From an optimization exercise on the open Yosys and OpenROAD flow, aimed at small area and a short achievable clock period; shortcuts taken in it are not production practice.
RTL that was checked went through simulation tests only; none was proved equivalent to the original.
Only the layout flow was run in runs 1 and 3; the RTL was not checked for function there.
Power is estimated from default activity; no workload was simulated.

--- flow/design.v ---
`default_nettype none
package mem_pkg;
  localparam int XLEN   = 64;
  localparam int STRB_W = XLEN / 8;
endpackage
`default_nettype wire
`timescale 1ns/1ps
`default_nettype none
module cmp_tree #(
  parameter int N = 32
) (
  input  logic [N-1:0] a,
  input  logic [N-1:0] b,
  output logic         lt,
  output logic         eq
);
  localparam int M = 1 << $clog2(N);
  function automatic logic [1:0] fold(input logic [N-1:0] x, input logic [N-1:0] y);
    logic [M-1:0] l, e;
    l = '0;
    e = '1;
    for (int i = 0; i < N; i++) begin
      l[i] = !x[i] && y[i];
      e[i] = !(x[i] ^ y[i]);
    end
    for (int w = M / 2; w >= 1; w = w / 2) begin
      for (int j = 0; j < w; j++) begin
        l[j] = l[2*j+1] || (e[2*j+1] && l[2*j]);
        e[j] = e[2*j+1] && e[2*j];
      end
    end
    fold = {l[0], e[0]};
  endfunction
  assign {lt, eq} = fold(a, b);
endmodule
module pmp_checker (
  input  logic [63:0] addr,
  input  logic        is_write,
  input  logic [7:0]  pmpcfg0,
  input  logic [63:0] pmpaddr0,
  input  logic [1:0]  priv_mode,
  output logic        access_fault
);
  logic hi8_zero, hi10_zero;
  logic tor_lt, na4_eq, napot_eq;
  logic match, perm_ok;
  assign hi8_zero  = ~|addr[63:56];
  assign hi10_zero = hi8_zero & ~|addr[55:54];
  assign napot_eq  = addr[53:12] == pmpaddr0[53:12];
  cmp_tree #(.N(54)) u_cmp (
    .a  (addr[55:2]),
    .b  (pmpaddr0[53:0]),
    .lt (tor_lt),
    .eq (na4_eq)
  );
  always_comb begin
    case (pmpcfg0[4:3])
      2'd1:    match = hi8_zero & tor_lt;
      2'd2:    match = hi8_zero & na4_eq;
      2'd3:    match = hi10_zero & napot_eq;
      default: match = 1'b0;
    endcase
  end
  assign perm_ok      = is_write ? pmpcfg0[1] : pmpcfg0[0];
  assign access_fault = match ? !perm_ok : (priv_mode != 2'd3);
endmodule
`default_nettype wire
`timescale 1ns/1ps
`default_nettype none
module lane_align (
  input  logic [7:0]  sel,       
  input  logic [1:0]  size,
  input  logic        unsigned_load,
  input  logic [63:0] rdata,
  output logic [63:0] shifted,
  output logic        sign
);
  always_comb begin
    shifted = '0;
    for (int j = 0; j < 8; j++) begin
      for (int k = 0; j + k < 8; k++) begin
        shifted[8*j +: 8] = shifted[8*j +: 8] | ({8{sel[k]}} & rdata[8*(j+k) +: 8]);
      end
    end
  end
  always_comb begin
    case (size)
      2'd0:    sign = shifted[7];
      2'd1:    sign = shifted[15];
      default: sign = shifted[31];
    endcase
    sign = sign & !unsigned_load;
  end
endmodule
`default_nettype wire
`timescale 1ns/1ps
`default_nettype none
module amo_alu (
  input  logic [31:0] a,
  input  logic [31:0] b,
  output logic [31:0] sum,
  output logic        lt_s,
  output logic        lt_u
);
  logic [31:0] p, g, gg;
  logic        lt31, eq31;
  assign p = a ^ b;
  assign g = a & b;
  function automatic logic [31:0] prefix_g(input logic [31:0] gi, input logic [31:0] pi);
    logic [31:0] gx, px;
    gx = gi;
    px = pi;
    for (int k = 0; k < 5; k++) begin
      for (int i = 0; i < 32; i++) begin
        if (i & (1 << k)) begin
          gx[i] = gx[i] | (px[i] & gx[((i >> k) << k) - 1]);
          px[i] = px[i] & px[((i >> k) << k) - 1];
        end
      end
    end
    prefix_g = gx;
  endfunction
  assign gg  = prefix_g(g, p);
  assign sum = p ^ {gg[30:0], 1'b0};
  cmp_tree #(.N(31)) u_cmp (
    .a  (a[30:0]),
    .b  (b[30:0]),
    .lt (lt31),
    .eq (eq31)
  );
  assign lt_u = (a[31] ^ b[31]) ? b[31] : lt31;
  assign lt_s = (a[31] ^ b[31]) ? a[31] : lt31;
endmodule
`default_nettype wire
`timescale 1ns/1ps
`default_nettype none
module mem_stage (
  input  logic        clk,
  input  logic        reset,
  input  logic        start,
  input  logic        is_load,
  input  logic        is_store,
  input  logic        is_amo,
  input  logic        unsigned_load,
  input  logic [1:0]  size,
  input  logic [3:0]  amo_op,
  input  logic [63:0] addr,
  input  logic [63:0] wdata,
  input  logic [63:0] pmpaddr0,
  input  logic [7:0]  pmpcfg0,
  input  logic [1:0]  priv_mode,
  output logic        done,
  output logic        fault,
  output logic [63:0] result,
  output logic        dbus_valid,
  output logic [63:0] dbus_addr,
  output logic [63:0] dbus_wdata,
  output logic [7:0]  dbus_strobe,
  output logic [1:0]  dbus_size,
  input  logic        dbus_data_ok,
  input  logic [63:0] dbus_rdata
);
  localparam logic [3:0] PASS_LO = 4'b1100;
  localparam logic [3:0] PASS_HI = 4'b1010;
  localparam logic [3:0] F_XOR   = 4'b0110;
  localparam logic [3:0] F_AND   = 4'b1000;
  localparam logic [3:0] F_OR    = 4'b1110;
  logic        valid_q;     
  logic        done_q;
  logic        fault_q;
  logic        wr_q;        
  logic        amo_q;
  logic        ra_q;        
  logic        uns_q;
  logic [1:0]  size_q;
  logic [3:0]  op_q;
  logic [63:0] addr_q;
  logic [63:0] data_q;
  logic [3:0]  fn_lo_q, fn_hi_q;
  logic        sign_q;      
  logic [7:0]  osel_q;      
  logic        idle, accept, is_mem, access_fault, last, cap;
  logic [1:0]  size_in;
  logic [63:0] store_data;
  logic [63:0] shifted;
  logic        sign;
  logic [7:0]  from_data;       
  logic [31:0] sum;
  logic        lt_s, lt_u;
  logic [3:0]  fn_amo;
  logic [7:0]  size_mask;
  assign idle    = !valid_q && !done_q;
  assign accept  = start && idle;
  assign is_mem  = is_load || is_store || is_amo;
  assign size_in = is_amo ? 2'd2 : size;
  assign last    = !amo_q || wr_q;
  assign cap     = valid_q && dbus_data_ok && !wr_q;    
  pmp_checker u_pmp (
    .addr         (addr),
    .is_write     (is_store || is_amo),
    .pmpcfg0      (pmpcfg0),
    .pmpaddr0     (pmpaddr0),
    .priv_mode    (priv_mode),
    .access_fault (access_fault)
  );
  always_ff @(posedge clk or posedge reset) begin
    if (reset) begin
      valid_q <= 1'b0;
      done_q  <= 1'b0;
      fault_q <= 1'b0;
    end else begin
      valid_q <= accept ? (is_mem && !access_fault)
                        : (valid_q && !(dbus_data_ok && last));
      done_q  <= accept ? (!is_mem || access_fault)
                        : (valid_q && dbus_data_ok && last);
      fault_q <= accept && is_mem && access_fault;
    end
  end
  always_comb begin
    case (size_in)
      2'd0:    store_data = {8{wdata[7:0]}};
      2'd1:    store_data = {4{wdata[15:0]}};
      2'd2:    store_data = {2{wdata[31:0]}};
      default: store_data = wdata;
    endcase
  end
  lane_align u_lane (
    .sel           (osel_q),
    .size          (size_q),
    .unsigned_load (uns_q),
    .rdata         (dbus_rdata),
    .shifted       (shifted),
    .sign          (sign)
  );
  amo_alu u_amo (
    .a    (shifted[31:0]),
    .b    (data_q[63:32]),
    .sum  (sum),
    .lt_s (lt_s),
    .lt_u (lt_u)
  );
  always_comb begin
    case (op_q)
      4'd0, 4'd1: fn_amo = PASS_HI;    
      4'd2:       fn_amo = F_XOR;
      4'd3:       fn_amo = F_AND;
      4'd4:       fn_amo = F_OR;
      4'd5:       fn_amo = lt_s ? PASS_LO : PASS_HI;
      4'd6:       fn_amo = lt_s ? PASS_HI : PASS_LO;
      4'd7:       fn_amo = lt_u ? PASS_LO : PASS_HI;
      4'd8:       fn_amo = lt_u ? PASS_HI : PASS_LO;
      default:    fn_amo = PASS_LO;    
    endcase
  end
  always_ff @(posedge clk) begin
    if (accept) begin
      wr_q    <= 1'b0;
      amo_q   <= is_amo;
      ra_q    <= !is_amo && (is_store || !is_load);
      uns_q   <= !is_amo && unsigned_load;
      size_q  <= size_in;
      op_q    <= amo_op;
      addr_q  <= addr;
      for (int k = 0; k < 8; k++) osel_q[k] <= (addr[2:0] == 3'(k));
      fn_lo_q <= PASS_LO;
      fn_hi_q <= PASS_HI;
    end else if (cap && amo_q) begin
      wr_q    <= 1'b1;
      fn_lo_q <= fn_amo;
      fn_hi_q <= fn_amo;
    end
    if (cap) sign_q <= sign;
    if (accept) data_q[31:0] <= store_data[31:0];
    else if (cap) data_q[31:0] <= shifted[31:0];
    if (accept) data_q[63:32] <= store_data[63:32];
    else if (cap && !amo_q) data_q[63:32] <= shifted[63:32];
    else if (cap && op_q == 4'd1) data_q[63:32] <= sum;
  end
  always_comb begin
    for (int i = 0; i < 32; i++) begin
      dbus_wdata[i]    = fn_lo_q[{data_q[i], data_q[32+i]}];
      dbus_wdata[32+i] = fn_hi_q[{data_q[i], data_q[32+i]}];
    end
  end
  assign done        = done_q;
  assign fault       = fault_q;
  assign dbus_valid  = valid_q;
  assign dbus_addr   = addr_q;
  assign dbus_size   = size_q;
  always_comb begin
    case (size_q)
      2'd0:    size_mask = 8'h01;
      2'd1:    size_mask = 8'h03;
      2'd2:    size_mask = 8'h0f;
      default: size_mask = 8'hff;
    endcase
  end
  assign dbus_strobe = (ra_q || wr_q) ? size_mask << addr_q[2:0] : 8'd0;
  assign from_data = {{4{size_q == 2'd3}}, {2{size_q[1]}}, size_q != 2'd0, 1'b1};
  always_comb begin
    for (int k = 0; k < 8; k++) begin
      if (ra_q || fault_q)  result[8*k +: 8] = addr_q[8*k +: 8];
      else if (from_data[k])    result[8*k +: 8] = data_q[8*k +: 8];
      else                  result[8*k +: 8] = {8{sign_q}};
    end
  end
endmodule
`default_nettype wire
--- flow/flow/run.sh ---
#!/bin/bash
# The standard layout (standard.sh: the ORFS synthesis and flow, unchanged) with one
# differences: the port buffers that global placement inserts are buf_1 cells instead of the
# cell buffer_ports picks by itself (a slow clkdlybuf4s50_1).
set -euo pipefail
export BUFFER_PORTS_ARGS="-buffer_cell sky130_fd_sc_hd__buf_1"
# no full- and half-adder cells: leave the adders to ABC
export ADDER_MAP_FILE=
bash standard.sh > make_finish.log 2>&1
--- flow/standard.sh ---
#!/bin/bash
# synth_recipe.tcl (not shown) runs the flow's synth.tcl, then flattens the netlist and writes it again
# the make line also repeats each setting of config.mk as NAME=value (left out here)
make -C /OpenROAD-flow-scripts/flow DESIGN_CONFIG=/design/flow/config.mk WORK_HOME=/design/flow/orfs CLKGATE_MAP_FILE= SYNTH_SCRIPT=/design/flow/synth_recipe.tcl "${@:-finish}"
--- flow/config.mk ---
export PLATFORM = sky130hd
export DESIGN_NAME = mem_stage
export DESIGN_NICKNAME = mem_stage
export VERILOG_FILES = /design/flow/design.v
export SDC_FILE = /design/flow/constraint.sdc
export NUM_CORES = 4
export LEC_CHECK = 0
export CAP_MARGIN = 20
export CORE_MARGIN = 2
export CORE_UTILIZATION = 40
export PLACE_DENSITY = 0.6
export SETUP_SLACK_MARGIN = 4
export SLEW_MARGIN = 20
--- flow/constraint.sdc ---
create_clock -name core_clock -period 8.0 [get_ports {clk}]
set_input_delay 1.6000 -clock core_clock [delete_from_list [all_inputs] [get_ports {clk}]]
set_output_delay 1.6000 -clock core_clock [all_outputs]
set_load 0.01 [all_outputs]
==> impl_metrics.env, run 1 <==
export IMPL_cts_hold_buffers=0
export IMPL_r2r_start="osel_q[1]$_DFFE_PP_"
export IMPL_synth_edf_count=146
export IMPL_drtIter0Drc=2435
export IMPL_dp_hpwl_mm=54.99
export IMPL_rsz0062_at_grt="true"
export IMPL_syn_avg_cell_area_um2=8.177
export IMPL_rr_worst_depth=14
export IMPL_finalCritPeriodShare=0.5969
export IMPL_ys_seq_area_frac=0.3188
export IMPL_outcome="no timing/DRC/antenna violations"
export IMPL_dieArea_um2=37450
export IMPL_start_util=0.4049
export IMPL_die_x_um=193.5
export IMPL_vias=16820
export IMPL_peakVddDrop_uv=188.4
export IMPL_setup_tns_ps=0
export IMPL_rows=69
export IMPL_clk_latency_ps=460
export IMPL_syn_nets=2037
export IMPL_wl_met2_mm=32.48
export IMPL_multi_input_area_um2=9482
export IMPL_antenna_found_initial=4
export IMPL_dp_cells=2569
export IMPL_maxCapViolations=0
export IMPL_top_layer_used="met5"
export IMPL_hold_path_class="flop to flop"
export IMPL_ys_ff_latch=155
export IMPL_grt_total_usage=0.3622
export IMPL_htreeDepth=4
export IMPL_power_density_nw_per_um2=305.3
export IMPL_io_buffers=470
export IMPL_p_leak_nw=6.325
export IMPL_postSynth_asyncResetShare=0.01935
export IMPL_r2r_end="data_q[51]$_DFFE_PP_"
export IMPL_rrSetupSlack_ps=3430
export IMPL_grt_pass1_wl_mm=101.9
export IMPL_fill_cells=3502
export IMPL_fmax_mhz=209.4
export IMPL_wl_per_cell_um=26.90
export IMPL_fin_crit_ps=4775
export IMPL_final_cells=2650
export IMPL_synthDistinctLibCells=74
export IMPL_clock_sinks=155
export IMPL_die_y_um=193.5
export IMPL_finalSetupViolCount=0
export IMPL_synth_area_leader_cell="edfxtp_1"
export IMPL_ys_warn_count=6
export IMPL_wl_met1_mm=28.35
export IMPL_seqCellArea_um2=4579
export IMPL_slew_headroom=0.3563
export IMPL_cp_required_ps=8290
export IMPL_clk_path_buf_depth=2
export IMPL_met3_length_mm=7.804
export IMPL_clk_pin_slew_worst_paths_ps=80
export IMPL_wirelength_mm=71.29
export IMPL_clock_skew_final_ps=12.71
export IMPL_yosysMostFrequentCell="nand2_1"
export IMPL_place_congestion=0.9817
export IMPL_pin_count=485
export IMPL_endpoint="data_q[51]$_DFFE_PP_"
export IMPL_grt_pass1_vias=15360
export IMPL_remaining_drc_errors=0
export IMPL_ys_flop_type="edfxtp_1"
export IMPL_netlist_area_um2=14370
export IMPL_startpoint="dbus_rdata[25]"
export IMPL_overflow=0
export IMPL_antenna_left=0
export IMPL_core_area_um2=35480
export IMPL_crit_type="primary input to flop"
export IMPL_syn_inst=1757
export IMPL_synth_top_cells_by_area="edfxtp_1 31%, o21ai_0 5.8%, a22oi_1 5.3%"
export IMPL_fin_nets=2455
export IMPL_synth_top_area_share=0.3052
export IMPL_fin_util=0.5053
export IMPL_numCtsBuffers=17
export IMPL_cp_arrival_ps=5060
export IMPL_drive_above_1_share=0.1175
export IMPL_syn_to_final_growth_pct=24.80
export IMPL_cts_tree="built"
export IMPL_finalHoldViolations=0
export IMPL_crit_fanout=3
export IMPL_ys_top_cells_by_count="177 x nand2_1, 166 x o21ai_0, 146 x edfxtp_1, 119 x a21oi_1, 112 x clkbuf_1"
export IMPL_cp_end_kind="flop"
export IMPL_clockRootBuffer="clkbuf_16"
export IMPL_max_slew_worst_pin_slew_ps=964.5
export IMPL_drtPass1Iterations=13
export IMPL_vias_per_cell=6.346
export IMPL_grt_start_max_net_pins=70
export IMPL_start_kind="primary input"
export IMPL_maxSlewViolCount=0
## worst min-delay path by stage
stage	endpoint	slack [ps]	start	cells past startpoint
finish	fn_hi_q[3]$_SDFFE_PP1P_	530	fn_hi_q[3]$_SDFFE_PP1P_	2
global route	sign_q$_DFFE_PP_	550	uns_q$_DFFE_PP_	1
CTS	fn_hi_q[3]$_SDFFE_PP1P_	530	fn_hi_q[3]$_SDFFE_PP1P_	2
detailed placement	fn_hi_q[3]$_SDFFE_PP1P_	510	fn_hi_q[3]$_SDFFE_PP1P_	2
global placement	fn_hi_q[3]$_SDFFE_PP1P_	510	fn_hi_q[3]$_SDFFE_PP1P_	2
floorplan	sign_q$_DFFE_PP_	500	uns_q$_DFFE_PP_	1
## cell families (layout without fill, tap and decap cells)
family	after synthesis	after routing	synth area share
AND/OR/NAND/NOR	504	505	0.1690
multiplexers	29	29	0.02108
flip-flops	155	155	0.3188
XOR/XNOR	131	131	0.07986
buffers and inverters	220	650	0.06140
adder cells (fa/ha/maj)	51	51	0.03632
other	0	1	0
AO/OA/AOI/OAI	667	667	0.3136
## layout make-up
cell class / count / share of cell area
multi-input combinational: 1383 / 0.5288
sequential: 155 / 0.2554
timing repair buffer: 543 / 0.1355
tap: 461 / 0.03217
clock buffer: 19 / 0.02415
inverter: 75 / 0.01584
clock inverter: 13 / 0.008025
antenna: 1 / 0.0001396
## flip-flops by register name, summed over array words and instances (netlist names)
register and cells:
valid_q 1, uns_q 1, size_q 2, ra_q 1, data_q 64, done_q 1, osel_q 8, fn_lo_q 2
fn_hi_q 3, fault_q 1, sign_q 1, addr_q 64, op_q 4, wr_q 1, amo_q 1
## report_power, final
group          leakage, nW  switching, W  internal, W
logic                 4.60       0.00188      0.00117
clock network        0.270      0.000383     0.000462
registers             1.45      0.000392      0.00119
total                 6.33       0.00265      0.00282
## critical path, stage by stage
cell,delay (ps)
buf_8,100
a222oi_1,380
nand4_1,140
buf_4,190
maj3_2,310
maj3_2,300
maj3_2,350
a21oi_4,230
nand2_2,80
maj3_2,320
maj3_2,320
maj3_2,310
xor2_1,160
a221oi_2,280
## timing repair
action,CTS,global route
gates cloned,0,1
pin swaps,52,37
setup endpoints to repair,83,83
gates resized for setup,80,54
buffers inserted,38,9
## per-stage QoR
step | total power [W] | instance area, µm² | hold WS, ps | setup WS (ps)
floorplan | 0.003281 | 14510 | 502.5 | 3240
global placement | 0.004287 | 16440 | 509.1 | 2497
detailed placement | 0.004317 | 16440 | 508.8 | 2431
CTS | 0.005308 | 17600 | 525.1 | 3321
global route | 0.005750 | 17930 | 552.1 | 3135
finish | 0.005475 | 17930 | 525.9 | 3225
## placed cells by master (no fill, tap or decap), types with 53 or more instances in the layout
cell type  count
a22oi_1       96
nand2_1      172
edfxtp_1     146
nor2_1        93
buf_4         66
buf_1        447
a21oi_1      111
xnor2_1       65
xor2_1        53
o21ai_0      151
a22o_1        72
inv_1         74
## metal layers
layer | vias to the layer above | track usage
met5 | - | 0
met4 | 2 | 0.1210
met3 | 156 | 0.06939
met2 | 1099 | 0.5754
met1 | 8050 | 0.4946
li1 | 7509 | -
==> run 2, diff against run 1 <==
--- a/flow/design.v
+++ b/flow/design.v
@@ -8,5 +8,6 @@
 `default_nettype none
 module cmp_tree #(
-  parameter int N = 32
+  parameter int N = 32,
+  parameter int M = 32     
 ) (
   input  logic [N-1:0] a,
@@ -15,5 +16,4 @@
   output logic         eq
 );
-  localparam int M = 1 << $clog2(N);
   function automatic logic [1:0] fold(input logic [N-1:0] x, input logic [N-1:0] y);
     logic [M-1:0] l, e;
@@ -48,5 +48,5 @@
   assign hi10_zero = hi8_zero & ~|addr[55:54];
   assign napot_eq  = addr[53:12] == pmpaddr0[53:12];
-  cmp_tree #(.N(54)) u_cmp (
+  cmp_tree #(.N(54), .M(64)) u_cmp (
     .a  (addr[55:2]),
     .b  (pmpaddr0[53:0]),
@@ -123,5 +123,5 @@
   assign gg  = prefix_g(g, p);
   assign sum = p ^ {gg[30:0], 1'b0};
-  cmp_tree #(.N(31)) u_cmp (
+  cmp_tree #(.N(31), .M(32)) u_cmp (
     .a  (a[30:0]),
     .b  (b[30:0]),
==> flow/flow/run.sh (replaced) <==
#!/bin/bash
# The standard layout (standard.sh: the ORFS flow with the standard flow's synthesis script), run with
# two settings changed through the environment:
#  - the port buffers that global placement inserts are buf_1 cells (buffer_ports otherwise
#    picks the slow clkdlybuf4s50_1); every port still gets its buffer;
#  - no full/half-adder cell extraction in synthesis (ADDER_MAP_FILE empty), so ABC maps the
#    adders and compare trees as plain logic. Registers and their names are unchanged.
# The make output goes to make_finish.log; each ORFS step keeps its own log under orfs/logs.
set -euo pipefail
export BUFFER_PORTS_ARGS="-buffer_cell sky130_fd_sc_hd__buf_1"
export ADDER_MAP_FILE=
bash standard.sh > make_finish.log 2>&1
==> impl_metrics.env, run 2 <==
export IMPL_netlist_area_um2=14370
export IMPL_postSynth_asyncResetShare=0.01935
export IMPL_synth_area_leader_cell="edfxtp_1"
export IMPL_setup_tns_ps=0
export IMPL_multi_input_area_um2=9482
export IMPL_wirelength_mm=71.29
export IMPL_syn_nets=2037
export IMPL_ys_seq_area_frac=0.3188
export IMPL_antenna_found_initial=4
export IMPL_cp_required_ps=8290
export IMPL_outcome="no timing/DRC/antenna violations"
export IMPL_cp_arrival_ps=5060
export IMPL_power_density_nw_per_um2=305.3
export IMPL_start_util=0.4049
export IMPL_seq_power_share=0.289
export IMPL_seqCellArea_um2=4579
export IMPL_pwr_share_comb=0.557
export IMPL_drtPass1Iterations=13
export IMPL_hp_start="fn_hi_q[3]$_SDFFE_PP1P_"
export IMPL_drtIter0Drc=2435
export IMPL_overflow=0
export IMPL_fmax_mhz=209.4
export IMPL_crit_fanout=3
export IMPL_antenna_left=0
export IMPL_rows=69
export IMPL_p_leak_nw=6.325
export IMPL_fill_cells=3502
export IMPL_placed_cell_area_um2=16440
export IMPL_fin_crit_ps=4775
export IMPL_max_slew_worst_pin_slew_ps=964.5
export IMPL_synthDistinctLibCells=74
export IMPL_cts_tree="built"
export IMPL_clock_skew_final_ps=12.71
export IMPL_layout_commonest_cell="buf_1"
export IMPL_power_w=0.005475
export IMPL_yosysMostFrequentCell="nand2_1"
export IMPL_p_sw_w=0.002652
export IMPL_ys_warn_count=6
export IMPL_layout_common_cells="447 x buf_1, 172 x nand2_1, 151 x o21ai_0"
export IMPL_die_x_um=193.5
export IMPL_syn_inst=1757
export IMPL_grt_start_max_net_pins=70
export IMPL_start_kind="primary input"
export IMPL_r2r_start="osel_q[1]$_DFFE_PP_"
export IMPL_syn_avg_cell_area_um2=8.177
export IMPL_clk_latency_ps=460
export IMPL_synth_edf_count=146
export IMPL_fin_nets=2455
export IMPL_cts_hold_buffers=0
export IMPL_numCtsBuffers=17
export IMPL_place_congestion=0.9817
export IMPL_startpoint="dbus_rdata[25]"
export IMPL_cp_end_kind="flop"
export IMPL_hold_path_class="flop to flop"
export IMPL_p_sw_frac=0.4844
export IMPL_rsz0062_at_grt="true"
export IMPL_crit_top_cell="maj3_2"
export IMPL_ys_flop_type="edfxtp_1"
export IMPL_remaining_drc_errors=0
export IMPL_io_buffers=470
export IMPL_clk_pin_slew_worst_paths_ps=80
export IMPL_finalHoldViolations=0
export IMPL_ys_top_cells_by_count="177 x nand2_1, 166 x o21ai_0, 146 x edfxtp_1, 119 x a21oi_1, 112 x clkbuf_1"
export IMPL_slowest_stage="a222oi_1"
export IMPL_vias_per_cell=6.346
export IMPL_drive_above_1_share=0.1175
export IMPL_vias=16820
export IMPL_final_area_um2=17930
export IMPL_syn_to_final_growth_pct=24.80
export IMPL_maxSlewViolCount=0
export IMPL_slowest_delay_ps=380
export IMPL_top_regs="addr_q: 64 flops, data_q: 64 flops, osel_q: 8 flops"
export IMPL_die_y_um=193.5
export IMPL_path_cells="buf_8 > a222oi_1 > nand4_1 > buf_4 > maj3_2 > maj3_2 > maj3_2 > a21oi_4 > nand2_2 > maj3_2 > maj3_2 > maj3_2 > xor2_1 > a221oi_2"
export IMPL_synth_top_cells_by_area="edfxtp_1 31%, o21ai_0 5.8%, a22oi_1 5.3%"
export IMPL_crit_type="primary input to flop"
export IMPL_clockRootBuffer="clkbuf_16"
export IMPL_maxCapViolations=0
export IMPL_pin_count=485
export IMPL_finalCritPeriodShare=0.5969
export IMPL_clk_path_buf_depth=2
export IMPL_dp_hpwl_mm=54.99
export IMPL_grt_pass1_vias=15360
export IMPL_peakVddDrop_uv=188.4
export IMPL_wl_per_cell_um=26.90
export IMPL_synth_top_area_share=0.3052
export IMPL_grt_total_usage=0.3622
export IMPL_htreeDepth=4
export IMPL_ys_ff_latch=155
export IMPL_clkPwrFrac=0.154
export IMPL_core_area_um2=35480
export IMPL_slew_headroom=0.3563
export IMPL_finalSetupViolCount=0
export IMPL_grt_pass1_wl_mm=101.9
export IMPL_p_int_w=0.002823
export IMPL_clock_sinks=155
export IMPL_dieArea_um2=37450
==> run 2: power groups by stage <==
stage / clock network, W / registers [W] / logic [W]
finish: 0.000845 / 0.00158 / 0.00305
global placement: 0 / 0.00156 / 0.00272
detailed placement: 0 / 0.00157 / 0.00275
global route: 0.000874 / 0.00160 / 0.00327
CTS: 0.000842 / 0.00156 / 0.00291
floorplan: 0 / 0.00133 / 0.00195
==> run 2: cell families (layout without fill, tap and decap cells) <==
group | Yosys count | after routing | share of synthesized area
AOI/OAI and AO/OA | 667 | 667 | 0.3136
and+or+nand+nor | 504 | 505 | 0.1690
muxes | 29 | 29 | 0.02108
DFF | 155 | 155 | 0.3188
adders and majority gates | 51 | 51 | 0.03632
buffers and inverters | 220 | 650 | 0.06140
other | 0 | 1 | 0
xor gates and xnor gates | 131 | 131 | 0.07986
==> run 2: layout make-up <==
cell class	instances	area share
timing repair buffer	543	0.1355
inverter	75	0.01584
sequential	155	0.2554
antenna	1	0.0001396
tap	461	0.03217
clock buffer	19	0.02415
multi-input combinational	1383	0.5288
clock inverter	13	0.008025
==> run 2: final timing paths <==
path / end / slack, ps / depth (start not counted)
worst min register to register: fn_hi_q[3]$_SDFFE_PP1P_ / 530 / 2
worst max register to register: data_q[51]$_DFFE_PP_ / 3430 / 14
max in group asynchronous: valid_q$_DFF_PP0_ / 6880 / 2
min in group asynchronous: fault_q$_DFF_PP0_ / 980 / 2
worst max-delay path: data_q[51]$_DFFE_PP_ / 3220 / 14
worst min-delay path: fn_hi_q[3]$_SDFFE_PP1P_ / 530 / 2
==> run 2: routing by layer <==
layer | wire [µm] | up-vias | global-route usage
met5 | 15 | - | 0
met4 | 2643 | 2 | 0.1210
met1 | 28350 | 8050 | 0.4946
li1 | - | 7509 | -
met3 | 7804 | 156 | 0.06939
met2 | 32480 | 1099 | 0.5754
==> run 2: critical path, delay by kind of cell <==
family / cells / cell delay (ps)
adder cells (fa/ha/maj): 6 / 1910
AND/OR/NAND/NOR: 2 / 220
buffers and inverters: 2 / 290
XOR/XNOR: 1 / 160
AO/OA/AOI/OAI: 3 / 890
==> run 2: stage by stage <==
step	hold slack (ps)	setup slack [ps]	util	instances
after floorplan	502.5	3240	-	1757
after global placement	509.1	2497	0.4632	2569
after detailed placement	508.8	2431	0.4632	2569
after CTS	525.1	3321	0.4961	2639
after global routing	552.1	3135	0.5053	2650
final	525.9	3225	0.5053	2650
==> run 2: what timing repair did <==
action / CTS / global route
buffers inserted: 38 / 9
setup endpoints to repair: 83 / 83
pin swaps: 52 / 37
gates cloned: 0 / 1
resized for setup: 80 / 54
==> run 3, diff against run 2 <==
--- a/flow/design.v
+++ b/flow/design.v
@@ -180,4 +180,7 @@
   logic        sign_q;      
   logic [7:0]  osel_q;      
+  logic [7:0]  strb_q;      
+  logic        res_addr_q;  
+  logic [2:0]  ext_q;       
   logic        idle, accept, is_mem, access_fault, last, cap;
   logic [1:0]  size_in;
@@ -263,4 +266,7 @@
       addr_q  <= addr;
       for (int k = 0; k < 8; k++) osel_q[k] <= (addr[2:0] == 3'(k));
+      strb_q  <= size_mask << addr[2:0];
+      res_addr_q <= (!is_amo && (is_store || !is_load)) || access_fault;
+      ext_q   <= {size_in != 2'd3, !size_in[1], size_in == 2'd0};
       fn_lo_q <= PASS_LO;
       fn_hi_q <= PASS_HI;
@@ -289,5 +295,5 @@
   assign dbus_size   = size_q;
   always_comb begin
-    case (size_q)
+    case (size_in)
       2'd0:    size_mask = 8'h01;
       2'd1:    size_mask = 8'h03;
@@ -296,9 +302,9 @@
     endcase
   end
-  assign dbus_strobe = (ra_q || wr_q) ? size_mask << addr_q[2:0] : 8'd0;
-  assign from_data = {{4{size_q == 2'd3}}, {2{size_q[1]}}, size_q != 2'd0, 1'b1};
+  assign dbus_strobe = (ra_q || wr_q) ? strb_q : 8'd0;
+  assign from_data = {{4{!ext_q[2]}}, {2{!ext_q[1]}}, !ext_q[0], 1'b1};
   always_comb begin
     for (int k = 0; k < 8; k++) begin
-      if (ra_q || fault_q)  result[8*k +: 8] = addr_q[8*k +: 8];
+      if (res_addr_q)       result[8*k +: 8] = addr_q[8*k +: 8];
       else if (from_data[k])    result[8*k +: 8] = data_q[8*k +: 8];
       else                  result[8*k +: 8] = {8{sign_q}};
--- a/flow/config.mk
+++ b/flow/config.mk
@@ -10,4 +10,4 @@
 export CORE_UTILIZATION = 40
 export PLACE_DENSITY = 0.6
-export SETUP_SLACK_MARGIN = 4
+export SETUP_SLACK_MARGIN = 5
 export SLEW_MARGIN = 20
==> impl_metrics.env, run 3 <==
export IMPL_fin_nets=2659
export IMPL_grt_total_usage=0.3933
export IMPL_p_sw_frac=0.4537
export IMPL_synth_edf_count=158
export IMPL_grt_pass1_vias=16710
export IMPL_antenna_left=0
export IMPL_crit_type="primary input to flop"
export IMPL_dieArea_um2=38580
export IMPL_clockRootBuffer="clkbuf_16"
export IMPL_core_area_um2=36520
export IMPL_synth_area_leader_cell="edfxtp_1"
export IMPL_peakVddDrop_uv=306.0
export IMPL_synthDistinctLibCells=78
export IMPL_clk_pin_slew_worst_paths_ps=80
export IMPL_antennaDiodeCount=0
export IMPL_cp_arrival_ps=4570
export IMPL_pwr_share_comb=0.606
export IMPL_ys_seq_area_frac=0.3335
export IMPL_layout_commonest_cell="buf_1"
export IMPL_remaining_drc_errors=0
export IMPL_clk_latency_ps=460
export IMPL_antenna_found_initial=2
export IMPL_seq_power_share=0.249
export IMPL_worst_slack_ps=3710
export IMPL_start_kind="primary input"
export IMPL_finalCritPeriodShare=0.5363
export IMPL_start_util=0.4055
export IMPL_die_y_um=196.4
export IMPL_cts_tree="built"
export IMPL_ys_ff_latch=167
export IMPL_maxCapViolations=0
export IMPL_htreeDepth=4
export IMPL_dp_hpwl_mm=56.37
export IMPL_slowest_delay_ps=610
export IMPL_ys_top_cells_by_count="173 x nand2_1, 165 x o21ai_0, 158 x edfxtp_1, 148 x a21oi_1, 116 x nor2_1"
export IMPL_rsz0062_at_grt="true"
export IMPL_clock_sinks=167
export IMPL_vias=18180
export IMPL_place_congestion=0.9652
export IMPL_p_sw_w=0.002840
export IMPL_slowest_stage="or4_1"
export IMPL_overflow=0
export IMPL_syn_avg_cell_area_um2=8.252
export IMPL_numCtsBuffers=17
export IMPL_top_regs="addr_q: 64 flops, data_q: 64 flops"
export IMPL_use_met3=0.07255
export IMPL_pin_count=485
export IMPL_p_leak_nw=8.432
export IMPL_rows=70
export IMPL_use_met2=0.6211
export IMPL_setup_tns_ps=0
export IMPL_slew_headroom=0.1726
export IMPL_power_density_nw_per_um2=284.4
export IMPL_hold_path_class="flop to flop"
export IMPL_layout_common_cells="287 x buf_1, 168 x nand2_1, 159 x buf_4"
export IMPL_finalSetupViolCount=0
export IMPL_yosysMostFrequentCell="nand2_1"
export IMPL_cp_end_kind="flop"
export IMPL_top_usage_layer="met2"
export IMPL_drtPass1Iterations=11
export IMPL_fin_util=0.6026
export IMPL_ys_flop_type="edfxtp_1"
export IMPL_synth_top_area_share=0.3203
export IMPL_path_cells="buf_1 > a222oi_1 > nand3_2 > xnor2_1 > or4_1 > a211oi_4 > buf_4 > a211oi_4 > o211ai_1 > nand4_1 > a21oi_2 > o211ai_1"
export IMPL_fin_crit_ps=4290
export IMPL_pre_cts_ws_ps=2916
export IMPL_vias_per_cell=6.360
export IMPL_wirelength_mm=80.01
export IMPL_synth_top_cells_by_area="edfxtp_1 32%, o21ai_0 5.6%, a21oi_1 5.0%"
export IMPL_final_cells=2859
export IMPL_dp_cells=2612
export IMPL_syn_inst=1795
export IMPL_grt_use_met1=0.5386
export IMPL_syn_nets=2075
export IMPL_fill_cells=3252
export IMPL_grt_start_max_net_pins=86
export IMPL_finalHoldViolations=0
export IMPL_clkPwrFrac=0.145
export IMPL_io_buffers=470
export IMPL_fmax_mhz=233.1
export IMPL_crit_fanout=7
export IMPL_maxSlewViolCount=0
export IMPL_postSynth_asyncResetShare=0.01796
export IMPL_wl_per_cell_um=27.99
export IMPL_outcome="no timing/DRC/antenna violations"
export IMPL_drtIter0Drc=2571
export IMPL_drive_above_1_share=0.3300
export IMPL_syn_to_final_growth_pct=48.59
export IMPL_p_int_w=0.003420
export IMPL_ys_warn_count=6
export IMPL_grt_pass1_wl_mm=111.1
export IMPL_max_slew_worst_pin_slew_ps=1237
export IMPL_clk_path_buf_depth=2
export IMPL_netlist_area_um2=14810
export IMPL_clock_skew_final_ps=12.05
export IMPL_cp_required_ps=8280
export IMPL_die_x_um=196.4
[run 3: cell types whose count changed in the layout (fill, tap and decap cells not counted), sizes merged, moves of 15 or more]
cell    before  now
buf        540  651
a21oi      120  148
nor2        98  117
clkbuf      22   55
a31oi       50   24
nor2b       51   66
[run 3: logic make-up (layout without fill, tap and decap cells)]
group,after synthesis,in the layout,share of synthesized area
compound gates,662,663,0.2983
xor+xnor,132,132,0.07805
fa+ha+maj,54,54,0.03725
buf+inv,217,806,0.05710
flops,167,167,0.3335
mux,33,33,0.02340
simple gates,530,536,0.1724
[run 3: power by group through the flow]
stage / Sequential [W] / Clock, W / Combinational, W
5_1_grt: 0.00158 / 0.000937 / 0.00397
2_1_floorplan: 0.00140 / 0 / 0.00175
6_report: 0.00156 / 0.000907 / 0.00379
4_1_cts: 0.00154 / 0.000910 / 0.00336
3_5_place_dp: 0.00159 / 0 / 0.00251
3_3_place_gp: 0.00159 / 0 / 0.00250
[run 3: timing repair]
action                                  in CTS  in global routing
pin swaps                                  105                127
resized for setup                          608                260
cloned                                      15                  3
hold buffers                                 0                  0
endpoints found under the setup margin     248                178
buffers inserted                           153                 44
[run 3: critical path: cells and delay by family]
kind	cells	cell delay, ps
buffers and inverters	2	330
and+or+nand+nor	3	1100
xor gates and xnor gates	1	270
AOI/OAI and AO/OA	6	1240
[run 3: worst paths after layout]
check	from	to	slack (ps)	cells past startpoint
setup / recovery	dbus_rdata[55]	fn_hi_q[1]$_SDFFE_PP1P_	3710	12
hold / removal	uns_q$_DFFE_PP_	sign_q$_DFFE_PP_	510	1
setup reg to reg	osel_q[1]$_DFFE_PP_	fn_hi_q[1]$_SDFFE_PP1P_	3970	13
hold reg to reg	uns_q$_DFFE_PP_	sign_q$_DFFE_PP_	510	1
max in group asynchronous	reset	done_q$_DFF_PP0_	6890	2
min in group asynchronous	reset	valid_q$_DFF_PP0_	980	2
[run 3: layout make-up]
class | instances | area [µm²] | area share
Multi-Input combinational cell | 1418 | 10880 | 0.4943
Sequential cell | 167 | 4960 | 0.2254
Timing Repair Buffer | 693 | 4623 | 0.2101
Tap cell | 468 | 585.6 | 0.02661
Clock buffer | 17 | 425.4 | 0.01933
Inverter | 79 | 342.8 | 0.01558
Clock inverter | 14 | 171.4 | 0.007789
Timing Repair inverter | 3 | 22.52 | 0.001023
[run 3: per-layer routing]
| layer | part of all wire | up-vias |
|---|---|---|
| met3 | 0.11 | 188 |
| met1 | 0.40 | 8810 |
| met2 | 0.45 | 1222 |
| met5 | 0.00029 | - |
| met4 | 0.043 | 4 |
| li1 | - | 7959 |
[run 3: metrics by stage]
step	hold WS (ps)	instance area (µm²)	power [W]
final	514.3	22010	0.006260
after global routing	534.9	22010	0.006484
after CTS	514.3	20590	0.005808
after detailed placement	490.1	16920	0.004104
after global placement	482.1	16920	0.004083
after floorplan	462.9	15070	0.003155
==> run 4, diff against run 3 <==
--- a/flow/design.v
+++ b/flow/design.v
@@ -257,5 +257,5 @@
   end
   always_ff @(posedge clk) begin
-    if (accept) begin
+    if (idle) begin
       wr_q    <= 1'b0;
       amo_q   <= is_amo;
@@ -277,7 +277,7 @@
     end
     if (cap) sign_q <= sign;
-    if (accept) data_q[31:0] <= store_data[31:0];
+    if (idle) data_q[31:0] <= store_data[31:0];
     else if (cap) data_q[31:0] <= shifted[31:0];
-    if (accept) data_q[63:32] <= store_data[63:32];
+    if (idle) data_q[63:32] <= store_data[63:32];
     else if (cap && !amo_q) data_q[63:32] <= shifted[63:32];
     else if (cap && op_q == 4'd1) data_q[63:32] <= sum;
--- a/flow/config.mk
+++ b/flow/config.mk
@@ -6,8 +6,9 @@
 export NUM_CORES = 4
 export LEC_CHECK = 0
+export ABC_AREA = 1
 export CAP_MARGIN = 20
 export CORE_MARGIN = 2
 export CORE_UTILIZATION = 40
 export PLACE_DENSITY = 0.6
-export SETUP_SLACK_MARGIN = 5
+export SETUP_SLACK_MARGIN = 4
 export SLEW_MARGIN = 20
==> impl_metrics.env, run 4 <==
export IMPL_outcome="no timing/DRC/antenna violations"
export IMPL_wirelength_mm=78.47
export IMPL_grt_start_max_net_pins=72
export IMPL_slew_headroom=0.2702
export IMPL_syn_to_final_growth_pct=17.38
export IMPL_cp_top_family="flip-flops"
export IMPL_ys_warn_count=6
export IMPL_power_density_nw_per_um2=394.9
export IMPL_finalHoldViolations=0
export IMPL_cts_hold_buffers=0
export IMPL_dieArea_um2=40730
export IMPL_rr_worst_depth=17
export IMPL_max_slew_worst_pin_slew_ps=1095
export IMPL_p_leak_nw=8.376
export IMPL_cts_setup_buffers=0
export IMPL_setup_tns_ps=0
export IMPL_clock_skew_final_ps=10.95
export IMPL_drive_above_1_share=0.06259
export IMPL_fill_cells=4172
export IMPL_place_congestion=1.008
export IMPL_fin_util=0.4754
export IMPL_fmax_mhz=249.2
export IMPL_crit_fanout=18
export IMPL_finalCritPeriodShare=0.5015
export IMPL_synth_top_area_share=0.3031
export IMPL_core_area_um2=38650
export IMPL_grt_pass1_wl_mm=112.7
export IMPL_grt_pass1_vias=17600
export IMPL_hp_start="fn_hi_q[1]$_SDFFE_PP1P_"
export IMPL_peakVddDrop_uv=395.1
export IMPL_wl_per_cell_um=23.00
export IMPL_synthDistinctLibCells=60
export IMPL_ys_ff_latch=167
export IMPL_clock_sinks=167
export IMPL_clk_latency_ps=470
export IMPL_vias_per_cell=5.674
export IMPL_vias=19360
export IMPL_yosysMostFrequentCell="nand2_1"
export IMPL_startpoint="fn_lo_q[2]$_SDFFE_PP1P_"
export IMPL_crit_type="flop to output pin"
export IMPL_rrSetupSlack_ps=4560
export IMPL_start_util=0.4050
export IMPL_antenna_left=0
export IMPL_r2r_end="data_q[56]$_DFFE_PP_"
export IMPL_hold_path_class="flop to flop"
export IMPL_top_regs="addr_q: 64 flops, data_q: 64 flops"
export IMPL_overflow=0
export IMPL_synth_area_leader_cell="edfxtp_1"
export IMPL_cp_arrival_ps=2410
export IMPL_clk_pin_slew_worst_paths_ps=80
export IMPL_maxCapViolations=0
export IMPL_numCtsBuffers=17
export IMPL_pin_count=485
export IMPL_multi_input_area_um2=8899
export IMPL_start_kind="flop"
export IMPL_path_cells="buf_4 > a21oi_1 > o21ai_0 > buf_1"
export IMPL_slowest_stage="dfxtp_1"
export IMPL_r2r_start="osel_q[0]$_DFFE_PP_"
export IMPL_layout_common_cells="812 x nand2_1, 468 x buf_1, 330 x inv_1"
export IMPL_synth_edf_count=158
export IMPL_postSynth_asyncResetShare=0.01796
export IMPL_grt_total_usage=0.3740
export IMPL_syn_nets=2745
export IMPL_cp_required_ps=6400
export IMPL_io_buffers=470
export IMPL_netlist_area_um2=15650
export IMPL_synth_top_cells_by_area="edfxtp_1 30%, nand2_1 19%, inv_1 7.9%"
export IMPL_htreeDepth=4
export IMPL_whs_path_depth=2
export IMPL_ys_flop_type="edfxtp_1"
export IMPL_finalSetupViolCount=0
export IMPL_clockRootBuffer="clkbuf_16"
export IMPL_path_buf_inv=2
export IMPL_slowest_delay_ps=760
export IMPL_min_to="fn_hi_q[1]$_SDFFE_PP1P_"
export IMPL_rows=72
export IMPL_layout_commonest_cell="nand2_1"
export IMPL_drtIter0Drc=2226
export IMPL_maxSlewViolCount=0
export IMPL_remaining_drc_errors=0
export IMPL_syn_inst=2465
export IMPL_fin_nets=3159
export IMPL_ys_seq_area_frac=0.3156
export IMPL_seqCellArea_um2=4940
export IMPL_clk_path_buf_depth=2
export IMPL_fin_crit_ps=4012
export IMPL_cts_tree="built"
export IMPL_die_y_um=201.8
export IMPL_dp_hpwl_mm=63.86
export IMPL_cp_end_kind="output pin"
export IMPL_rsz0062_at_grt="false"
export IMPL_syn_avg_cell_area_um2=6.349
export IMPL_ys_top_cells_by_count="812 x nand2_1, 331 x inv_1, 234 x a21oi_1, 188 x nor2_1, 158 x edfxtp_1"
export IMPL_antenna_found_initial=2
export IMPL_die_x_um=201.8
export IMPL_drtPass1Iterations=8
[run 4: cell types whose count changed in the layout (fill, tap and decap cells not counted), sizes merged, moves of 66 or more]
cell / change
a22o: -70
nor2: +95
nand2: +679
nor2b: -66
xnor2: -72
inv: +287
buf: -161
a21oi: +92
[run 4: timing repair]
item | 4_1_cts | 5_1_grt
cloned | 0 | 0
resized for setup | 4 | 11
endpoints found under the setup margin | 26 | 37
hold endpoints to repair | 0 | 0
[run 4: through the flow]
step | cells | hold WS (ps) | cell area [µm²] | setup slack (ps) | power [W]
after floorplan | 2465 | 491.6 | 15650 | 4225 | 0.004650
after global placement | 3378 | 473.7 | 17740 | 3569 | 0.006230
after detailed placement | 3378 | 487.1 | 17740 | 3535 | 0.006280
after CTS | 3410 | 505.6 | 18330 | 4027 | 0.007153
after global routing | 3411 | 531.7 | 18370 | 4011 | 0.007720
final | 3412 | 511.4 | 18370 | 3988 | 0.007254
[run 4: how the worst max path moves through the flow]
stage,cells past startpoint,end,slack [ps]
after detailed placement,10,data_q[26]$_DFFE_PP_,3530
final,4,dbus_wdata[13],3990
after CTS,10,data_q[26]$_DFFE_PP_,4030
after global routing,4,dbus_wdata[13],4010
after floorplan,6,data_q[32]$_DFFE_PP_,4220
after global placement,10,data_q[26]$_DFFE_PP_,3570
[run 4: area by class of cell]
cell class              instances  share of cell area
multi-input cells            1840              0.4844
clock buffers                  21             0.02506
well taps                     518             0.03528
diodes                          2           0.0002724
clock inverters                11            0.006266
inverters                     360             0.07376
flip-flops and latches        167              0.2689
repair buffers                493              0.1061
[run 4: worst reg2reg max path, delay by kind of cell (launching register included)]
kind / cells / cell delay, ps
AO/OA/AOI/OAI: 4 / 1020
buffers and inverters: 4 / 950
flip-flops: 1 / 340
AND/OR/NAND/NOR: 9 / 930
[run 4: kinds of logic (layout without fill, tap and decap cells)]
group / after synthesis / after routing / synth area share
and+or+nand+nor: 1220 / 1220 / 0.3260
AOI/OAI and AO/OA: 592 / 592 / 0.2233
buffers and inverters: 458 / 885 / 0.1194
DFF: 167 / 167 / 0.3156
xor gates and xnor gates: 28 / 28 / 0.01567
other: 0 / 2 / 0
[run 4: report_power, final]
part	total, W	switching [W]	internal (W)
clock	0.000862	0.000409	0.000454
sequential	0.00188	0.000417	0.00146
combinational	0.00451	0.00323	0.00128
total	0.00725	0.00406	0.00320
[run 4: routing by layer]
layer / vias up / GRT usage / wire [µm]
li1: 8972 / - / -
met1: 9196 / 0.5112 / 32450
met2: 1072 / 0.5990 / 36100
met3: 121 / 0.06482 / 7358
met4: 0 / 0.1250 / 2563
met5: - / 0 / 0
==> run 5, diff against run 4 <==
--- a/flow/config.mk
+++ b/flow/config.mk
@@ -11,4 +11,4 @@
 export CORE_UTILIZATION = 40
 export PLACE_DENSITY = 0.6
-export SETUP_SLACK_MARGIN = 4
+export SETUP_SLACK_MARGIN = 3
 export SLEW_MARGIN = 20
==> impl_metrics.env, run 5 <==
export IMPL_outcome="no timing/DRC/antenna violations"
export IMPL_ys_warn_count=6
export IMPL_netlist_area_um2=15650
export IMPL_path_buf_inv=4
export IMPL_power_density_nw_per_um2=397.2
export IMPL_finalHoldViolations=0
export IMPL_layout_commonest_cell="nand2_1"
export IMPL_drtIter0Drc=2049
export IMPL_pin_count=485
export IMPL_slowest_delay_ps=800
export IMPL_ys_ff_latch=167
export IMPL_synthMuxAreaShare=0
export IMPL_start_util=0.4050
export IMPL_remaining_drc_errors=0
export IMPL_core_area_um2=38650
export IMPL_clk_path_buf_depth=2
export IMPL_post_cts_resized=0
export IMPL_finalCritPeriodShare=0.5576
export IMPL_p_leak_nw=8.368
export IMPL_syn_to_final_growth_pct=17.16
export IMPL_rr_worst_depth=22
export IMPL_final_area_um2=18340
export IMPL_die_x_um=201.8
export IMPL_rsz0062_at_grt="false"
export IMPL_htreeDepth=4
export IMPL_synthAdderAreaFrac=0
export IMPL_synth_simple_area_share=0.3260
export IMPL_clk_latency_ps=470
export IMPL_numCtsBuffers=17
export IMPL_clock_skew_final_ps=12.44
export IMPL_cp_required_ps=8230
export IMPL_syn_inst=2465
export IMPL_fill_cells=4241
export IMPL_start_kind="primary input"
export IMPL_syn_avg_cell_area_um2=6.349
export IMPL_cts_hold_buffers=0
export IMPL_fin_crit_ps=4461
export IMPL_setup_tns_ps=0
export IMPL_max_slew_worst_pin_slew_ps=1056
export IMPL_cp_arrival_ps=4690
export IMPL_fin_nets=3159
export IMPL_syn_nets=2745
export IMPL_dieArea_um2=40730
export IMPL_peakVddDrop_uv=250.7
export IMPL_path_cells="buf_1 > nor2_1 > inv_1 > nor2_1 > inv_1 > nor2_1 > inv_1 > o211ai_1 > a21oi_1 > o21ai_0"
export IMPL_hp_start="wr_q$_SDFFE_PP0P_"
export IMPL_synth_compound_area_frac=0.2233
export IMPL_synth_area_leader_cell="edfxtp_1"
export IMPL_antenna_found_initial=2
export IMPL_placed_cell_area_um2=17730
export IMPL_maxSlewViolCount=0
export IMPL_top_regs="addr_q: 64 flops, data_q: 64 flops"
export IMPL_vias_per_cell=5.653
export IMPL_clockRootBuffer="clkbuf_16"
export IMPL_layout_common_cells="812 x nand2_1, 470 x buf_1, 331 x inv_1"
export IMPL_min_to="wr_q$_SDFFE_PP0P_"
export IMPL_antenna_left=0
export IMPL_synthDistinctLibCells=60
export IMPL_drtPass1Iterations=8
export IMPL_cp_end_kind="flop"
export IMPL_fmax_mhz=224.2
export IMPL_cts_setup_buffers=0
export IMPL_crit_fanout=14
export IMPL_grt_pass1_vias=17730
export IMPL_finalSetupViolCount=0
export IMPL_die_y_um=201.8
export IMPL_wl_per_cell_um=23.32
export IMPL_postSynth_asyncResetShare=0.01796
export IMPL_r2r_start="osel_q[5]$_DFFE_PP_"
export IMPL_overflow=0
export IMPL_rows=72
export IMPL_slew_headroom=0.2959
export IMPL_grt_pass1_wl_mm=114.8
export IMPL_synthXorXnorAreaFrac=0.01567
export IMPL_place_congestion=0.9903
export IMPL_synth_edf_count=158
export IMPL_slowest_stage="nor2_1"
export IMPL_crit_type="primary input to flop"
export IMPL_io_buffers=470
export IMPL_maxCapViolations=0
export IMPL_synth_top_area_share=0.3031
export IMPL_ys_seq_area_frac=0.3156
export IMPL_yosysMostFrequentCell="nand2_1"
export IMPL_clock_sinks=167
export IMPL_synth_top_cells_by_area="edfxtp_1 30%, nand2_1 19%, inv_1 7.9%"
export IMPL_hold_path_class="flop to flop"
export IMPL_vias=19300
export IMPL_grt_start_max_net_pins=75
export IMPL_wirelength_mm=79.62
export IMPL_dp_hpwl_mm=64.49
export IMPL_clk_pin_slew_worst_paths_ps=70
export IMPL_cp_top_family="simple AND/OR/NAND/NOR gates"
export IMPL_rrSetupSlack_ps=4450
export IMPL_cts_tree="built"
export IMPL_ys_top_cells_by_count="812 x nand2_1, 331 x inv_1, 234 x a21oi_1, 188 x nor2_1, 158 x edfxtp_1"
export IMPL_ys_flop_type="edfxtp_1"
export IMPL_r2r_end="fn_lo_q[1]$_SDFFE_PP0P_"
export IMPL_whs_path_depth=2
export IMPL_grt_total_usage=0.3805
export IMPL_synth_top_family_by_area="simple AND/OR/NAND/NOR gates"
export IMPL_power_w=0.007283
export IMPL_drive_above_1_share=0.05913
## run 5: worst register-to-register path: cells and delay by family, from the launching register on
| family | cells | cell delay, ps |
|---|---|---|
| AO/OA/AOI/OAI | 2 | 230 |
| buffers and inverters | 1 | 40 |
| flip-flops | 1 | 790 |
| AND/OR/NAND/NOR | 19 | 2340 |
## run 5: through the flow
step / hold slack, ps / instances / utilization / setup WS, ps
2_1_floorplan: 491.6 / 2465 / - / 3375
5_1_grt: 595.6 / 3411 / 0.4743 / 3452
3_5_place_dp: 531.2 / 3377 / 0.4588 / 3293
3_3_place_gp: 528.7 / 3377 / 0.4588 / 3409
4_1_cts: 549.5 / 3409 / 0.4738 / 3776
6_report: 552.7 / 3414 / 0.4745 / 3539
## run 5: worst max path at each step
stage,start,to,slack (ps),depth (start not counted)
floorplan,dbus_data_ok,data_q[32]$_DFFE_PP_,3370,4
global placement,is_amo,data_q[26]$_DFFE_PP_,3410,10
detailed placement,is_amo,data_q[26]$_DFFE_PP_,3290,10
CTS,is_amo,data_q[26]$_DFFE_PP_,3780,10
global route,is_amo,data_q[41]$_DFFE_PP_,3450,12
finish,is_amo,data_q[26]$_DFFE_PP_,3540,10
## run 5: area by class of cell
class,instances,area (µm²),share of cell area
flip-flops and latches,167,4940,0.2694
well taps,518,648.1,0.03534
inverters,360,1351,0.07369
clock buffers,19,432.9,0.02361
repair buffers,493,1944,0.1060
multi-input cells,1840,8864,0.4834
clock inverters,13,147.6,0.008051
diodes,4,10.01,0.0005459
## run 5: routing by layer
| layer | global-route usage | part of all wire | wire (µm) | vias up |
|---|---|---|---|---|
| li1 | - | - | - | 8951 |
| met1 | 0.5133 | 0.42 | 33050 | 9106 |
| met2 | 0.6198 | 0.46 | 36860 | 1086 |
| met3 | 0.05885 | 0.087 | 6945 | 156 |
| met4 | 0.1337 | 0.035 | 2767 | 0 |
| met5 | 0 | 0 | 0 | - |
## run 5: power by group
part	switching, W	total, W	internal, W	leakage (nW)
clock network	0.000418	0.000885	0.000466	0.282
logic	0.00323	0.00450	0.00127	6.43
registers	0.000432	0.00190	0.00146	1.66
total	0.00408	0.00728	0.00320	8.37
## run 5: cells by family (layout without fill, tap and decap cells)
family | after synthesis | after routing
simple gates | 1220 | 1220
other cells | 0 | 4
compound gates | 592 | 592
flops | 167 | 167
xor+xnor | 28 | 28
buf+inv | 458 | 885
==> run 6, diff against run 5 <==
==> flow/flow/run.sh (replaced) <==
#!/bin/bash
# The standard layout (standard.sh: the ORFS flow with the standard flow's synthesis script), run with
# a few settings changed through the environment:
#  - the port buffers that global placement inserts are buf_1 cells (buffer_ports otherwise
#    picks the slow clkdlybuf4s50_1); every port still gets its buffer;
#  - no full/half-adder cell extraction in synthesis (ADDER_MAP_FILE empty), so ABC maps the
#    adders and compare trees as plain logic. Registers and their names are unchanged;
#  - clock tree synthesis without dummy loads, with clkbuf_8 buffers (a small tree suffices
#    for about 150 flip-flops).
# The make output goes to make_finish.log; each ORFS step keeps its own log under orfs/logs.
set -euo pipefail
export BUFFER_PORTS_ARGS="-buffer_cell sky130_fd_sc_hd__buf_1"
export ADDER_MAP_FILE=
export CTS_ARGS="-sink_clustering_enable -repair_clock_nets -dont_use_dummy_load -buf_list sky130_fd_sc_hd__clkbuf_8"
bash standard.sh > make_finish.log 2>&1
--- a/flow/config.mk
+++ b/flow/config.mk
@@ -11,4 +11,4 @@
 export CORE_UTILIZATION = 40
 export PLACE_DENSITY = 0.6
-export SETUP_SLACK_MARGIN = 3
+export SETUP_SLACK_MARGIN = 4
 export SLEW_MARGIN = 20
==> impl_metrics.env, run 6 <==
export IMPL_cts_hold_buffers=0
export IMPL_ys_top_cells_by_count="812 x nand2_1, 331 x inv_1, 234 x a21oi_1, 188 x nor2_1, 158 x edfxtp_1"
export IMPL_finalCritPeriodShare=0.4884
export IMPL_die_y_um=201.8
export IMPL_crit_fanout=4
export IMPL_io_buffers=470
export IMPL_overflow=0
export IMPL_top_regs="addr_q: 64 flops, data_q: 64 flops"
export IMPL_layout_common_cells="812 x nand2_1, 468 x buf_1, 330 x inv_1"
export IMPL_synth_top_area_share=0.3031
export IMPL_wirelength_mm=78.32
export IMPL_syn_nets=2745
export IMPL_clk_pin_slew_worst_paths_ps=90
export IMPL_dp_cells=3378
export IMPL_dieArea_um2=40730
export IMPL_maxCapViolations=0
export IMPL_vias_per_cell=5.680
export IMPL_start_kind="primary input"
export IMPL_clock_skew_final_ps=21.87
export IMPL_yosysMostFrequentCell="nand2_1"
export IMPL_synth_edf_count=158
export IMPL_rsz0062_at_grt="true"
export IMPL_peakVddDrop_uv=390.7
export IMPL_cts_setup_buffers=0
export IMPL_netlist_area_um2=15650
export IMPL_ys_flop_type="edfxtp_1"
export IMPL_rr_worst_depth=17
export IMPL_numCtsBuffers=17
export IMPL_wl_per_cell_um=23.06
export IMPL_r2r_end="data_q[56]$_DFFE_PP_"
export IMPL_antenna_left=0
export IMPL_outcome="no timing/DRC/antenna violations"
export IMPL_ys_ff_latch=167
export IMPL_final_cells=3397
export IMPL_place_congestion=1.008
export IMPL_drtIter0Drc=2230
export IMPL_clockRootBuffer="clkbuf_8"
export IMPL_finalHoldViolations=0
export IMPL_maxSlewViolCount=0
export IMPL_slew_headroom=0.2841
export IMPL_pin_count=485
export IMPL_die_x_um=201.8
export IMPL_hold_ws_ps=511.5
export IMPL_clk_path_buf_depth=2
export IMPL_cp_required_ps=8270
export IMPL_fin_crit_ps=3907
export IMPL_dp_hpwl_mm=63.86
export IMPL_core_area_um2=38650
export IMPL_htreeDepth=4
export IMPL_grt_pass1_wl_mm=112.3
export IMPL_endpoint="res_addr_q$_DFFE_PP_"
export IMPL_power_density_nw_per_um2=383.1
export IMPL_vias=19300
export IMPL_drtPass1Iterations=7
export IMPL_synth_area_leader_cell="edfxtp_1"
export IMPL_finalSetupViolCount=0
export IMPL_crit_type="primary input to flop"
export IMPL_grt_start_max_net_pins=72
export IMPL_syn_to_final_growth_pct=15.17
export IMPL_fin_nets=3159
export IMPL_syn_inst=2465
export IMPL_drive_above_1_share=0.05805
export IMPL_rows=72
export IMPL_remaining_drc_errors=0
export IMPL_grt_pass1_vias=17500
export IMPL_max_slew_worst_pin_slew_ps=1074
export IMPL_layout_commonest_cell="nand2_1"
export IMPL_postSynth_asyncResetShare=0.01796
export IMPL_antenna_found_initial=3
export IMPL_setup_tns_ps=0
export IMPL_grt_total_usage=0.3728
export IMPL_rrSetupSlack_ps=4590
export IMPL_cts_tree="built"
export IMPL_hold_path_class="flop to flop"
export IMPL_start_util=0.4050
export IMPL_fmax_mhz=255.9
export IMPL_cp_end_kind="flop"
export IMPL_cp_arrival_ps=4180
export IMPL_ys_seq_area_frac=0.3156
export IMPL_syn_avg_cell_area_um2=6.349
export IMPL_synth_top_cells_by_area="edfxtp_1 30%, nand2_1 19%, inv_1 7.9%"
export IMPL_ys_warn_count=6
export IMPL_placed_cell_area_um2=17740
export IMPL_startpoint="addr[33]"
export IMPL_r2r_start="osel_q[0]$_DFFE_PP_"
export IMPL_clock_sinks=167
export IMPL_final_area_um2=18030
export IMPL_p_leak_nw=8.210
export IMPL_synthDistinctLibCells=60
export IMPL_clk_latency_ps=530
export IMPL_power_w=0.006906
export IMPL_fill_cells=4208
==> run 6: kinds of logic (layout without fill, tap and decap cells) <==
kind of cell / after synthesis / in the layout / share of synthesized area
flip-flops: 167 / 167 / 0.3156
buffers and inverters: 458 / 870 / 0.1194
AO/OA/AOI/OAI: 592 / 592 / 0.2233
other: 0 / 2 / 0
AND/OR/NAND/NOR: 1220 / 1220 / 0.3260
XOR/XNOR: 28 / 28 / 0.01567
==> run 6: worst max-delay path, cell delays in order <==
cell and delay (ps):
buf_1 340, nor2_1 120, nor2_1 170, nand2_1 70
nor3_1 460, nand3_1 250, nor3_1 390, nand2_1 100
a21oi_1 140, nand2_1 150, nand2_1 140, nand2_1 80
nand2_1 100, nand2_1 50
==> run 6: repair_timing <==
action | CTS | global route
pin swaps | 0 | 0
endpoints found under the setup margin | 37 | 22
resized for setup | 5 | 9
gates cloned | 0 | 0
==> run 6: layout make-up <==
cell class	instances	area, µm²	area share
multi-input combinational	1840	8894	0.4934
sequential	167	4941	0.2741
timing repair buffer	493	1949	0.1081
inverter	360	1355	0.07517
tap	518	648.1	0.03595
clock buffer	17	234.0	0.01298
antenna	2	5.005	0.0002776
==> run 6: how the worst min path moves through the flow <==
stage | from | endpoint | slack, ps | cells past startpoint
2_1_floorplan | wr_q$_SDFFE_PP0P_ | wr_q$_SDFFE_PP0P_ | 490 | 2
3_3_place_gp | fn_lo_q[1]$_SDFFE_PP0P_ | fn_lo_q[1]$_SDFFE_PP0P_ | 470 | 2
3_5_place_dp | fn_hi_q[1]$_SDFFE_PP1P_ | fn_hi_q[1]$_SDFFE_PP1P_ | 490 | 2
4_1_cts | fn_hi_q[1]$_SDFFE_PP1P_ | fn_hi_q[1]$_SDFFE_PP1P_ | 510 | 2
5_1_grt | fn_hi_q[1]$_SDFFE_PP1P_ | fn_hi_q[1]$_SDFFE_PP1P_ | 530 | 2
6_report | fn_hi_q[1]$_SDFFE_PP1P_ | fn_hi_q[1]$_SDFFE_PP1P_ | 510 | 2
==> run 6: where the power goes <==
group	total, W	switching, W	leakage, nW	internal [W]
Combinational	0.00451	0.00324	6.43	0.00128
Clock	0.000511	0.000323	0.122	0.000188
Sequential	0.00188	0.000419	1.66	0.00146
==> run 6: metal layers <==
metal / track usage / vias up / part of all wire
li1: - / 8935 / -
met1: 0.5120 / 9079 / 0.42
met2: 0.5938 / 1147 / 0.46
met3: 0.06175 / 135 / 0.091
met4: 0.1300 / 0 / 0.034
met5: 0 / - / 0
==> run 6: per-stage QoR <==
stage,setup WS [ps],util
after global placement,3569,0.4590
after CTS,4058,0.4656
final,4093,0.4664
after global routing,3987,0.4664
after floorplan,4225,-
after detailed placement,3535,0.4590
==> run 7, diff against run 6 <==
--- a/flow/config.mk
+++ b/flow/config.mk
@@ -11,4 +11,4 @@
 export CORE_UTILIZATION = 40
 export PLACE_DENSITY = 0.6
-export SETUP_SLACK_MARGIN = 4
+export SETUP_SLACK_MARGIN = 5
 export SLEW_MARGIN = 20
==> impl_metrics.env, run 7 <==
export IMPL_max_slew_worst_pin_slew_ps=909.3
export IMPL_syn_to_final_growth_pct=55.93
export IMPL_rows=72
export IMPL_clock_skew_final_ps=37.96
export IMPL_wl_per_cell_um=25.03
export IMPL_clock_sinks=167
export IMPL_clk_path_buf_depth=2
export IMPL_cp_required_ps=6400
export IMPL_postSynth_asyncResetShare=0.01796
export IMPL_ys_flop_type="edfxtp_1"
export IMPL_finalCritPeriodShare=0.4482
export IMPL_wirelength_mm=91.73
export IMPL_syn_avg_cell_area_um2=6.349
export IMPL_syn_inst=2465
export IMPL_syn_nets=2745
export IMPL_io_buffers=470
export IMPL_cp_end_kind="output pin"
export IMPL_overflow=0
export IMPL_vias_per_cell=5.852
export IMPL_final_cells=3665
export IMPL_dieArea_um2=40730
export IMPL_outcome="no timing/DRC/antenna violations"
export IMPL_peakVddDrop_uv=281.0
export IMPL_fin_crit_ps=3585
export IMPL_antenna_found_initial=3
export IMPL_fmax_mhz=278.9
export IMPL_antenna_left=0
export IMPL_synth_edf_count=158
export IMPL_maxSlewViolCount=0
export IMPL_ys_ff_latch=167
export IMPL_finalSetupViolCount=0
export IMPL_htreeDepth=4
export IMPL_top_regs="addr_q: 64 flops, data_q: 64 flops"
export IMPL_numCtsBuffers=17
export IMPL_layout_commonest_cell="nand2_1"
export IMPL_rsz0062_at_grt="true"
export IMPL_drtIter0Drc=2638
export IMPL_drive_above_1_share=0.3764
export IMPL_ys_top_cells_by_count="812 x nand2_1, 331 x inv_1, 234 x a21oi_1, 188 x nor2_1, 158 x edfxtp_1"
export IMPL_setup_tns_ps=0
export IMPL_power_density_nw_per_um2=400.4
export IMPL_grt_pass1_wl_mm=126.3
export IMPL_die_y_um=201.8
export IMPL_finalHoldViolations=0
export IMPL_power_w=0.009771
export IMPL_cts_hold_buffers=0
export IMPL_synth_area_leader_cell="edfxtp_1"
export IMPL_vias=21450
export IMPL_cts_tree="built"
export IMPL_place_congestion=1.007
export IMPL_whs_path_depth=2
export IMPL_start_kind="flop"
export IMPL_drtPass1Iterations=7
export IMPL_grt_pass1_vias=19640
export IMPL_dp_cells=3376
export IMPL_core_area_um2=38650
export IMPL_maxCapViolations=0
export IMPL_remaining_drc_errors=0
export IMPL_rr_worst_depth=17
export IMPL_synth_top_area_share=0.3031
export IMPL_ys_seq_area_frac=0.3156
export IMPL_die_x_um=201.8
export IMPL_clk_latency_ps=580
export IMPL_grt_total_usage=0.4233
export IMPL_grt_start_max_net_pins=63
export IMPL_slew_headroom=0.3932
export IMPL_synthDistinctLibCells=60
export IMPL_layout_common_cells="638 x nand2_1, 283 x inv_1, 255 x buf_1"
export IMPL_clockRootBuffer="clkbuf_8"
export IMPL_crit_type="flop to output pin"
export IMPL_clk_pin_slew_worst_paths_ps=80
export IMPL_ys_warn_count=6
export IMPL_synth_top_cells_by_area="edfxtp_1 30%, nand2_1 19%, inv_1 7.9%"
export IMPL_cp_arrival_ps=1990
export IMPL_pin_count=485
export IMPL_yosysMostFrequentCell="nand2_1"
export IMPL_dp_hpwl_mm=64.54
export IMPL_p_leak_nw=11.20
export IMPL_fin_nets=3428
export IMPL_netlist_area_um2=15650
export IMPL_crit_fanout=15
export IMPL_hold_path_class="flop to flop"
export IMPL_start_util=0.4050
-- run 7: cell counts after synthesis --
No cell type changed its count.
-- run 7: repair_timing --
item / CTS / global route
pin swaps: 158 / 220
buffers inserted: 181 / 67
gates resized for setup: 709 / 505
gates cloned: 19 / 4
setup endpoints to repair: 261 / 229
-- run 7: cell type report --
class                      count  area [µm²]
inverter                     360        1390
multi-input combinational   1843       11700
antenna                        1       2.502
timing repair buffer         758        5465
tap                          518       648.1
timing repair inverter         1       7.507
fill                        3577       14240
sequential                   167        4957
clock buffer                  17       234.0
-- run 7: path summary, 6_finish.rpt --
kind                                      start                   end  slack (ps)
hold / removal                wr_q$_SDFFE_PP0P_     wr_q$_SDFFE_PP0P_         570
setup reg to reg            osel_q[2]$_DFFE_PP_  data_q[53]$_DFFE_PP_        4700
max in group asynchronous                 reset     fault_q$_DFF_PP0_        7010
min in group asynchronous                 reset      done_q$_DFF_PP0_         860
setup / recovery           res_addr_q$_DFFE_PP_            result[25]        4410
hold reg to reg               wr_q$_SDFFE_PP0P_     wr_q$_SDFFE_PP0P_         570
-- run 7: critical path, stage by stage, from the launching register on --
cell      delay (ps)
edfxtp_1         510
buf_6            200
a21oi_4          230
buf_12           200
a22oi_1          100
buf_1            180
-- run 7: through the flow --
| step | setup WS [ps] | hold slack, ps | utilization | area (µm²) |
|---|---|---|---|---|
| floorplan | 4478 | 491.6 | - | 15730 |
| global placement | 3452 | 532.8 | 0.4600 | 17780 |
| detailed placement | 3395 | 534.2 | 0.4600 | 17780 |
| CTS | 4494 | 614.4 | 0.5707 | 22060 |
| global route | 4395 | 593.6 | 0.6314 | 24400 |
| finish | 4415 | 569.6 | 0.6315 | 24400 |
-- run 7: logic make-up after synthesis --
logic type	count (synthesis)	share of synthesized area
AOI/OAI and AO/OA	592	0.2233
xor gates and xnor gates	28	0.01567
buffers and inverters	458	0.1194
and+or+nand+nor	1220	0.3260
DFF	167	0.3156
-- run 7: power breakdown --
part           total [W]  internal, W  switching (W)
sequential       0.00185      0.00146       0.000386
combinational    0.00741      0.00287        0.00454
clock           0.000516     0.000187       0.000329
-- run 7: per-layer routing --
layer  track usage  part of all wire
met1        0.5507              0.38
met3       0.09674              0.12
met4        0.1691             0.047
met2        0.6808              0.45
met5             0           0.00014

Re-timed with assumed drivers on the ports (clkbuf_16 on the clock, buf_2 on other inputs), run 7 has 4.358 ns of setup slack against 4.415 ns with ideal ports, and 3.940 ns once port delays also move by the mid clock arrival of 0.621 ns.
